This design comes from an exercise in tuning for small area, a short achievable clock period and few clock cycles per item on the open sky130 flow, not from production work.
The RTL was checked by simulation tests, not by an equivalence proof against the original design.
Power figures rest on the tool's default switching activity, not on a simulated workload.

==> v11: inputs <==
==> flow/design.v <==
package mars_pkg;
  localparam int StackBytesDef = 256;
  localparam logic [2:0] OP_READ  = 3'd0;
  localparam logic [2:0] OP_WRITE = 3'd1;
  localparam logic [2:0] OP_EA    = 3'd2;
  localparam logic [2:0] OP_PUSH  = 3'd3;
  localparam logic [2:0] OP_POP   = 3'd4;
  localparam logic [2:0] REG_BX = 3'd3;
  localparam logic [2:0] REG_SP = 3'd4;
  localparam logic [2:0] REG_BP = 3'd5;
  localparam logic [2:0] REG_SI = 3'd6;
  localparam logic [2:0] REG_DI = 3'd7;
  localparam logic [1:0] MOD_NODISP = 2'd0;
  localparam logic [1:0] MOD_DISP8  = 2'd1;
  localparam logic [1:0] MOD_DISP16 = 2'd2;
  localparam logic [1:0] MOD_REG    = 2'd3;
  localparam logic [2:0] RM_DIRECT = 3'b110;
endpackage
module mars_dp (
  input  logic        clk_i,
  input  logic        rst_ni,
  input  logic        clr_i,
  input  logic        vb_i,
  input  logic [2:0]  op_i,
  input  logic [2:0]  reg_i,
  input  logic        wide_i,
  input  logic [15:0] value_i,
  input  logic [1:0]  mode_i,
  input  logic [2:0]  rm_i,
  input  logic [7:0]  disp_lo_i,
  input  logic [7:0]  disp_hi_i,
  output logic [15:0] read_data_o,
  output logic [15:0] address_o,
  output logic        is_register_o,
  output logic [1:0]  disp_bytes_o,
  output logic        stack_fault_o
);
  logic [2:0]  op_q, rg_q, rm_q;
  logic        wide_q;
  logic [15:0] value_q;
  logic [1:0]  mode_q;
  logic [7:0]  dlo_q, dhi_q;
  always_ff @(posedge clk_i) begin
    op_q    <= op_i;
    rg_q    <= reg_i;
    wide_q  <= wide_i;
    value_q <= value_i;
    mode_q  <= mode_i;
    rm_q    <= rm_i;
    dlo_q   <= disp_lo_i;
    dhi_q   <= disp_hi_i;
  end
  logic [15:0] rf_q [8];
  logic        is_rd, is_wr, is_ea, is_push, is_pop;
  logic [2:0]  sel, base_sel;
  logic [15:0] rv, base, idx;
  logic [15:0] sp;
  logic        sp_hi_zero, sp_le_top, sp_ge_n, sp_pop_fits;
  logic        push_ok, pop_ok, fault_b;
  logic [7:0]  sp_dn, a8;
  logic [8:0]  sp_up;
  logic        direct;
  assign is_rd   = vb_i & (op_q == mars_pkg::OP_READ);
  assign is_wr   = vb_i & (op_q == mars_pkg::OP_WRITE);
  assign is_ea   = vb_i & (op_q == mars_pkg::OP_EA);
  assign is_push = vb_i & (op_q == mars_pkg::OP_PUSH);
  assign is_pop  = vb_i & (op_q == mars_pkg::OP_POP);
  assign sel = wide_q ? rg_q : {1'b0, rg_q[1:0]};
  assign rv  = rf_q[sel];
  assign sp          = rf_q[mars_pkg::REG_SP];
  assign sp_hi_zero  = (sp[15:9] == 7'd0);
  assign sp_le_top   = sp_hi_zero & (~sp[8] | (sp[7:0] == 8'd0));
  assign sp_ge_n     = (sp[15:1] != 15'd0) | (sp[0] & ~wide_q);
  assign sp_pop_fits = sp_hi_zero & ~sp[8] & ~(wide_q & (sp[7:0] == 8'hFF));
  assign push_ok     = is_push & sp_le_top & sp_ge_n;
  assign pop_ok      = is_pop & sp_pop_fits;
  assign fault_b     = (is_push & ~(sp_le_top & sp_ge_n)) | (is_pop & ~sp_pop_fits);
  assign sp_dn       = sp[7:0] - {6'd0, wide_q, ~wide_q};
  assign sp_up       = {1'b0, sp[7:0]} + {7'd0, wide_q, ~wide_q};
  assign a8          = is_push ? sp_dn : sp[7:0];
  always_ff @(posedge clk_i or negedge rst_ni) begin
    if (!rst_ni) begin
      for (int i = 0; i < 8; i++) begin
        rf_q[i] <= (3'(i) == mars_pkg::REG_SP) ? 16'(mars_pkg::StackBytesDef) : 16'd0;
      end
    end else begin
      for (int i = 0; i < 8; i++) begin
        if (is_wr && sel == 3'(i) && (wide_q || rg_q[2])) begin
          rf_q[i][15:8] <= wide_q ? value_q[15:8] : value_q[7:0];
        end else if (3'(i) == mars_pkg::REG_SP && (push_ok || pop_ok)) begin
          rf_q[i][15:8] <= {7'd0, pop_ok & sp_up[8]};
        end
        if (is_wr && sel == 3'(i) && (wide_q || !rg_q[2])) begin
          rf_q[i][7:0] <= value_q[7:0];
        end else if (3'(i) == mars_pkg::REG_SP && (push_ok || pop_ok)) begin
          rf_q[i][7:0] <= push_ok ? sp_dn : sp_up[7:0];
        end
      end
    end
  end
  always_comb begin
    case (rm_q)
      3'd0, 3'd1, 3'd7: base_sel = mars_pkg::REG_BX;
      3'd2, 3'd3, 3'd6: base_sel = mars_pkg::REG_BP;
      3'd4:             base_sel = mars_pkg::REG_SI;
      default:          base_sel = mars_pkg::REG_DI;
    endcase
  end
  assign base   = rf_q[base_sel];
  assign idx    = rm_q[2] ? 16'd0 : (rm_q[0] ? rf_q[mars_pkg::REG_DI] : rf_q[mars_pkg::REG_SI]);
  assign direct = (mode_q == mars_pkg::MOD_NODISP) && (rm_q == mars_pkg::RM_DIRECT);
  logic [15:0] rd_b, sum_b, disp_b;
  logic [1:0]  db_b;
  logic        isr_b;
  always_comb begin
    rd_b = 16'd0;
    if (is_rd) begin
      rd_b = wide_q ? rv : rg_q[2] ? {8'd0, rv[15:8]} : {8'd0, rv[7:0]};
    end
    sum_b  = 16'd0;
    disp_b = 16'd0;
    db_b   = 2'd0;
    isr_b  = 1'b0;
    if (is_ea) begin
      if (mode_q == mars_pkg::MOD_REG) begin
        isr_b = 1'b1;
      end else if (direct) begin
        disp_b = {dhi_q, dlo_q};
        db_b   = 2'd2;
      end else begin
        sum_b = base + idx;
        case (mode_q)
          mars_pkg::MOD_DISP8: begin
            disp_b = {{8{dlo_q[7]}}, dlo_q};
            db_b   = 2'd1;
          end
          mars_pkg::MOD_DISP16: begin
            disp_b = {dhi_q, dlo_q};
            db_b   = 2'd2;
          end
          default: ;
        endcase
      end
    end
  end
  logic [15:0] rd_c, sum_c, disp_c;
  logic [1:0]  db_c;
  logic        isr_c, flt_c, pop_c, wide_c, a0_c, we_e_c, we_o_c;
  logic [6:0]  ie_c, io_c;
  logic [7:0]  de_c, do_c;
  always_ff @(posedge clk_i) begin
    rd_c   <= rd_b;
    sum_c  <= sum_b;
    disp_c <= disp_b;
    db_c   <= db_b;
    isr_c  <= isr_b;
    flt_c  <= fault_b;
    pop_c  <= pop_ok;
    wide_c <= wide_q;
    a0_c   <= a8[0];
    ie_c   <= 7'((9'(a8) + 9'd1) >> 1);
    io_c   <= a8[7:1];
    de_c   <= a8[0] ? value_q[15:8] : value_q[7:0];
    do_c   <= a8[0] ? value_q[7:0] : value_q[15:8];
    we_e_c <= push_ok & (~a8[0] | wide_q);
    we_o_c <= push_ok & (a8[0] | wide_q);
  end
  logic [1023:0] bank_e, bank_o;
  logic [7:0]    rd_e, rd_o, pop_lo, pop_hi;
  for (genvar i = 0; i < 128; i++) begin : g_stack
    always_ff @(posedge clk_i) begin
      if (clr_i || (we_e_c && ie_c == 7'(i))) begin
        bank_e[8*i +: 8] <= clr_i ? 8'd0 : de_c;
      end
      if (clr_i || (we_o_c && io_c == 7'(i))) begin
        bank_o[8*i +: 8] <= clr_i ? 8'd0 : do_c;
      end
    end
  end
  assign rd_e   = bank_e[8*ie_c +: 8];
  assign rd_o   = bank_o[8*io_c +: 8];
  assign pop_lo = a0_c ? rd_o : rd_e;
  assign pop_hi = wide_c ? (a0_c ? rd_e : rd_o) : 8'd0;
  always_ff @(posedge clk_i) begin
    read_data_o   <= pop_c ? {pop_hi, pop_lo} : rd_c;
    address_o     <= sum_c + disp_c;
    is_register_o <= isr_c;
    disp_bytes_o  <= db_c;
    stack_fault_o <= flt_c;
  end
endmodule
module mars_ctrl (
  input  logic clk_i,
  input  logic rst_ni,
  input  logic start,
  output logic busy,
  output logic clr_o,    
  output logic take_o,   
  output logic vb_o,     
  output logic vc_o,     
  output logic done_o
);
  logic clr_q, vb_q, vc_q, done_q;
  assign take_o = start & ~clr_q;
  always_ff @(posedge clk_i or negedge rst_ni) begin
    if (!rst_ni) begin
      clr_q  <= 1'b1;
      vb_q   <= 1'b0;
      vc_q   <= 1'b0;
      done_q <= 1'b0;
    end else begin
      clr_q  <= 1'b0;
      vb_q   <= take_o;
      vc_q   <= vb_q;
      done_q <= vc_q;
    end
  end
  assign busy   = clr_q;
  assign clr_o  = clr_q;
  assign vb_o   = vb_q;
  assign vc_o   = vc_q;
  assign done_o = done_q;
endmodule
module modrm_address_register_stack_unit (
  input  logic        clk_i,
  input  logic        rst_ni,
  input  logic        start,
  output logic        busy,
  input  logic [2:0]  op_i,
  input  logic [2:0]  reg_i,
  input  logic        wide_i,
  input  logic [15:0] value_i,
  input  logic [1:0]  mode_i,
  input  logic [2:0]  rm_i,
  input  logic [7:0]  disp_lo_i,
  input  logic [7:0]  disp_hi_i,
  output logic        done_o,
  output logic [15:0] read_data_o,
  output logic [15:0] address_o,
  output logic        is_register_o,
  output logic [1:0]  disp_bytes_o,
  output logic        stack_fault_o
);
  logic clr, take, vb, vc;
  mars_ctrl u_ctrl (
    .clk_i  (clk_i),
    .rst_ni (rst_ni),
    .start  (start),
    .busy   (busy),
    .clr_o  (clr),
    .take_o (take),
    .vb_o   (vb),
    .vc_o   (vc),
    .done_o (done_o)
  );
  mars_dp u_dp (
    .clk_i         (clk_i),
    .rst_ni        (rst_ni),
    .clr_i         (clr),
    .vb_i          (vb),
    .op_i          (op_i),
    .reg_i         (reg_i),
    .wide_i        (wide_i),
    .value_i       (value_i),
    .mode_i        (mode_i),
    .rm_i          (rm_i),
    .disp_lo_i     (disp_lo_i),
    .disp_hi_i     (disp_hi_i),
    .read_data_o   (read_data_o),
    .address_o     (address_o),
    .is_register_o (is_register_o),
    .disp_bytes_o  (disp_bytes_o),
    .stack_fault_o (stack_fault_o)
  );
endmodule
==> flow/run.sh <==
#!/bin/bash
# synth_recipe.tcl (not shown) runs the flow's synth.tcl, then flattens the netlist and writes it again
# the make line also repeats each setting of config.mk as NAME=value (left out here)
make -C /OpenROAD-flow-scripts/flow DESIGN_CONFIG=/design/flow/config.mk WORK_HOME=/design/flow/orfs CLKGATE_MAP_FILE= SYNTH_SCRIPT=/design/flow/synth_recipe.tcl finish
==> flow/config.mk <==
export PLATFORM = sky130hd
export DESIGN_NAME = modrm_address_register_stack_unit
export DESIGN_NICKNAME = modrm_address_register_stack_unit
export VERILOG_FILES = /design/flow/design.v
export SDC_FILE = /design/flow/constraint.sdc
export NUM_CORES = 4
export LEC_CHECK = 0
export CAP_MARGIN = 20
export CORE_MARGIN = 2
export CORE_UTILIZATION = 55
export SETUP_SLACK_MARGIN = 4.5
export SLEW_MARGIN = 20
==> flow/constraint.sdc <==
create_clock -name core_clock -period 8.0 [get_ports {clk_i}]
set_input_delay 1.6000 -clock core_clock [delete_from_list [all_inputs] [get_ports {clk_i}]]
set_output_delay 1.6000 -clock core_clock [all_outputs]
set_load 0.01 [all_outputs]
==> v27 (differences from v11) <==
Settings changed: CORE_UTILIZATION 55 to 40, SETUP_SLACK_MARGIN 4.5 to not set.
==> summary.txt <==
quantity                                                              v27             v11
Amount of wire on met2 after detailed routing                    113.2 mm        110.5 mm
Width of the die                                                 488.0 um        416.8 um
Portion of total power attributed to combinational logic            24.4%           25.9%
Relative contribution of the clock network to total power           30.2%           29.2%
Drt wl/cell                                                      27.78 um        31.49 um
Highest cell delay on the worst timing path                       0.70 ns         0.60 ns
Seq. pwr                                                          16.4 mW         16.3 mW
Number of buffers added by the clock tree synthesis step              234             231
Global route hottest layer                                           met2            met1
Unrepaired setup endpoints after global routing                     false            true
Comb pwr                                                          8.78 mW         9.38 mW
DP HPWL                                                          147.8 mm        150.8 mm
Total die area                                                238200 um^2     173700 um^2
Final nets                                                           5367            5416
Total wire length                                                239.2 mm        243.9 mm
Count of standard-cell rows                                           177             151
Critical-path top delay cell                                      dfxtp_4         o311a_1
Resized cells post-CTS                                                  0             118
Met1 routed wirelength after detailed routing                    103.1 mm        105.4 mm
Fin worst setup slack                                            3.535 ns        4.448 ns
Repair and plain buffers                                              182             234
Final worst clock skew                                         0.08162 ns      0.03741 ns
Sequential Power Share                                              45.5%           44.9%
Outcome                                                    finished clean  finished clean
Detailed-route vias per instance                                    5.752           6.487
Testbench counts of v11, summed over its fixed seeds: cycles 32,024, items 32,000.
Testbench counts of v27, summed over its fixed seeds: cycles 32,024, items 32,000.

[afterwards: timing with drivers on the ports]
In the flow no input, the clock included, has a driving cell. The finished layouts below were timed again as built, in two steps.
Step 1 assumes that a clkbuf_16 drives the clock port and a buf_2 every other input.
Step 2, shift: input delay + t, output delay - t, t = (earliest + latest rising clock arrival at the registers) / 2. This alone moves slack from input paths to output paths.
Slacks: no drivers / after step 1 / after step 2; pairs: no drivers / after step 1.
run	t, ns	slack for setup (ns)	worst setup path at the end
v11	0.927	4.448 / 4.448 / 4.448	register to register
v27	0.936	3.535 / 3.535 / 3.535	register to register
After both steps every run listed still meets setup and hold.
